Source: an optimization exercise on an open RTL-to-GDS flow (aim: small area, a short achievable clock period and few clock cycles). Production flows keep margins and buffers that such runs may drop. The RTL was checked by simulation tests, not by an equivalence proof against the original design. Power is estimated from default activity; no workload was simulated.

Design execute_mc, start of the top module:
module execute_mc #(
  parameter int N     = 64,
  parameter int MUL_K = 4
) (
  input  logic         clk,
  input  logic         reset,
  input  logic         valid_E,
  input  logic         flush_E,
  input  logic         AluSrc,
  input  logic         mov,
  input  logic [3:0]   AluControl,
  input  logic [4:0]   ID_EXRegRn,
  input  logic [4:0]   ID_EXRegRm,
  input  logic [4:0]   EX_MEMRegRd,
  input  logic [4:0]   MEM_WBRegRd,
  input  logic         EX_MEMregWrite,
  input  logic         MEM_WBregWrite,
  input  logic [N-1:0] EX_MEMResult,
  input  logic [N-1:0] memoryResult,
  input  logic [N-1:0] PC_E,
  input  logic [N-1:0] signImm_E,
  input  logic [N-1:0] readData1_E,
  input  logic [N-1:0] readData2_E,
  output logic [N-1:0] PCBranch_E,
  output logic [N-1:0] aluResult_E,
  output logic [N-1:0] writeData_E,
  output logic         zero_E,
  output logic         stall_E,
  output logic         done_E
);
  execute_pkg::fwd_sel_t sel_a, sel_b;
  logic [63:0] fwd_a, fwd_b;
  logic [63:0] alu_a, alu_b, alu_y;
  logic [63:0] mul_s, mul_c;
  logic [63:0] add_x, add_y, sum;
  logic [64:0] sum_w;
  logic        add_cin;
  logic [63:0] add_p, add_k, logic_y;
  logic        use_sum, zero_sum, zero_logic;
  logic        mul_sel;
  logic        is_mul, is_sub;
  assign sel_a = execute_pkg::fwd_select(ID_EXRegRn, EX_MEMRegRd, EX_MEMregWrite, MEM_WBRegRd, MEM_WBregWrite);
  assign sel_b = execute_pkg::fwd_select(ID_EXRegRm, EX_MEMRegRd, EX_MEMregWrite, MEM_WBRegRd, MEM_WBregWrite);
  always_comb begin
    case (sel_a)
      execute_pkg::FWD_EXMEM: fwd_a = EX_MEMResult;
      execute_pkg::FWD_MEMWB: fwd_a = memoryResult;
      default:   fwd_a = readData1_E;
    endcase
  end
  always_comb begin
    case (sel_b)
      execute_pkg::FWD_EXMEM: fwd_b = EX_MEMResult;
      execute_pkg::FWD_MEMWB: fwd_b = memoryResult;
      default:   fwd_b = readData2_E;
    endcase
  end
  ...
For scale: roughly 9500 cells after synthesis, about 260 flip-flops, about 610 I/O pins, about 67000 sq um of cells after synthesis.
Settings: LEC_CHECK=0, ABC_AREA=1, CAP_MARGIN=20, CORE_MARGIN=2, CORE_UTILIZATION=45, SETUP_SLACK_MARGIN=4, SLEW_MARGIN=20; clock period 13.0 ns.
standard.sh (not shown) runs the stock make flow with config.mk's settings and CLKGATE_MAP_FILE= SYNTH_SCRIPT=/design/flow/synth_recipe.tcl, a recipe that flattens the netlist after the stock synthesis.
==> flow/flow/run.sh <==
#!/bin/bash
# The standard layout (the standard.sh, all steps) with two changes:
# - the buffers that buffer_ports puts on every input and output port are
#   sky130_fd_sc_hd__buf_2 instead of the resizer's default choice (clkdlybuf4s50_1, twice
#   the area); timing repair still resizes any of them that sit on a critical path;
# - the half-adder cells are added to the platform's don't-use list, so synthesis does not
#   wrap the adders' first level in half-adder boxes that ABC cannot time through.
# make's full output goes to flow_make.log here; ORFS keeps each step's log under orfs/logs.
set -o pipefail
PLATFORM_DONT_USE="sky130_fd_sc_hd__probe_p_8 sky130_fd_sc_hd__probec_p_8 sky130_fd_sc_hd__lpflow_bleeder_1 sky130_fd_sc_hd__lpflow_clkbufkapwr_1 sky130_fd_sc_hd__lpflow_clkbufkapwr_16 sky130_fd_sc_hd__lpflow_clkbufkapwr_2 sky130_fd_sc_hd__lpflow_clkbufkapwr_4 sky130_fd_sc_hd__lpflow_clkbufkapwr_8 sky130_fd_sc_hd__lpflow_clkinvkapwr_1 sky130_fd_sc_hd__lpflow_clkinvkapwr_16 sky130_fd_sc_hd__lpflow_clkinvkapwr_2 sky130_fd_sc_hd__lpflow_clkinvkapwr_4 sky130_fd_sc_hd__lpflow_clkinvkapwr_8 sky130_fd_sc_hd__lpflow_decapkapwr_12 sky130_fd_sc_hd__lpflow_decapkapwr_3 sky130_fd_sc_hd__lpflow_decapkapwr_4 sky130_fd_sc_hd__lpflow_decapkapwr_6 sky130_fd_sc_hd__lpflow_decapkapwr_8 sky130_fd_sc_hd__lpflow_inputiso0n_1 sky130_fd_sc_hd__lpflow_inputiso0p_1 sky130_fd_sc_hd__lpflow_inputiso1n_1 sky130_fd_sc_hd__lpflow_inputiso1p_1 sky130_fd_sc_hd__lpflow_inputisolatch_1 sky130_fd_sc_hd__lpflow_isobufsrc_1 sky130_fd_sc_hd__lpflow_isobufsrc_16 sky130_fd_sc_hd__lpflow_isobufsrc_2 sky130_fd_sc_hd__lpflow_isobufsrc_4 sky130_fd_sc_hd__lpflow_isobufsrc_8 sky130_fd_sc_hd__lpflow_isobufsrckapwr_16 sky130_fd_sc_hd__lpflow_lsbuf_lh_hl_isowell_tap_1 sky130_fd_sc_hd__lpflow_lsbuf_lh_hl_isowell_tap_2 sky130_fd_sc_hd__lpflow_lsbuf_lh_hl_isowell_tap_4 sky130_fd_sc_hd__lpflow_lsbuf_lh_isowell_4 sky130_fd_sc_hd__lpflow_lsbuf_lh_isowell_tap_1 sky130_fd_sc_hd__lpflow_lsbuf_lh_isowell_tap_2 sky130_fd_sc_hd__lpflow_lsbuf_lh_isowell_tap_4"
bash standard.sh \
  BUFFER_PORTS_ARGS="-buffer_cell sky130_fd_sc_hd__buf_2" \
  DONT_USE_CELLS="$PLATFORM_DONT_USE sky130_fd_sc_hd__ha_1 sky130_fd_sc_hd__ha_2 sky130_fd_sc_hd__ha_4" \
  finish > flow_make.log 2>&1
Testbench counts at the start, summed over its fixed seeds: cycles 19,990.
Rerun with:
--- a/flow/flow/run.sh
+++ b/flow/flow/run.sh
@@ -4 +4 @@
-#   sky130_fd_sc_hd__buf_2 instead of the resizer's default choice (clkdlybuf4s50_1, twice
+#   sky130_fd_sc_hd__buf_1 instead of the resizer's default choice (clkdlybuf4s50_1, almost three times
@@ -12 +12 @@
-  BUFFER_PORTS_ARGS="-buffer_cell sky130_fd_sc_hd__buf_2" \
+  BUFFER_PORTS_ARGS="-buffer_cell sky130_fd_sc_hd__buf_1" \
CORE_UTILIZATION = 40   (was 45)
Effect: The changed run passed the timing, design-rule and antenna checks; routed wire length rises by a few percent; final cell count went up by a few percent; clock power rose by roughly a tenth.

port drivers added, routing unchanged:
No port has a modelled driver above. Below, the same layouts with a new extraction and two added sets of constraints.
Step 1 sets driving cells, clkbuf_16 on the clock port and buf_2 on the other inputs (assumed; they add their load-dependent delay and slew).
Step 2 times the ports against the registers' clock, not the clock port: input delays grow and output delays shrink by t, the midpoint of the rising clock arrivals with the driver on.
Three values: no drivers, after step 1, after step 2; two values: the first two.
run	shift t [ns]	slack for setup (ns)	worst hold slack (ns)	worst setup path after step 2	latest minus earliest clock arrival (ns)
the first run	0.701	3.703 / 3.679 / 3.301	0.790 / 0.790 / 0.790	input to register	0.039 / 0.039
the second run	0.726	3.817 / 3.771 / 3.359	0.889 / 0.889 / 0.889	input to register	0.063 / 0.063
After both steps every run listed still meets setup and hold. For the second run, which loses most, drivers alone change the setup slack by -0.046 ns; drivers and shift together by -0.458 ns.
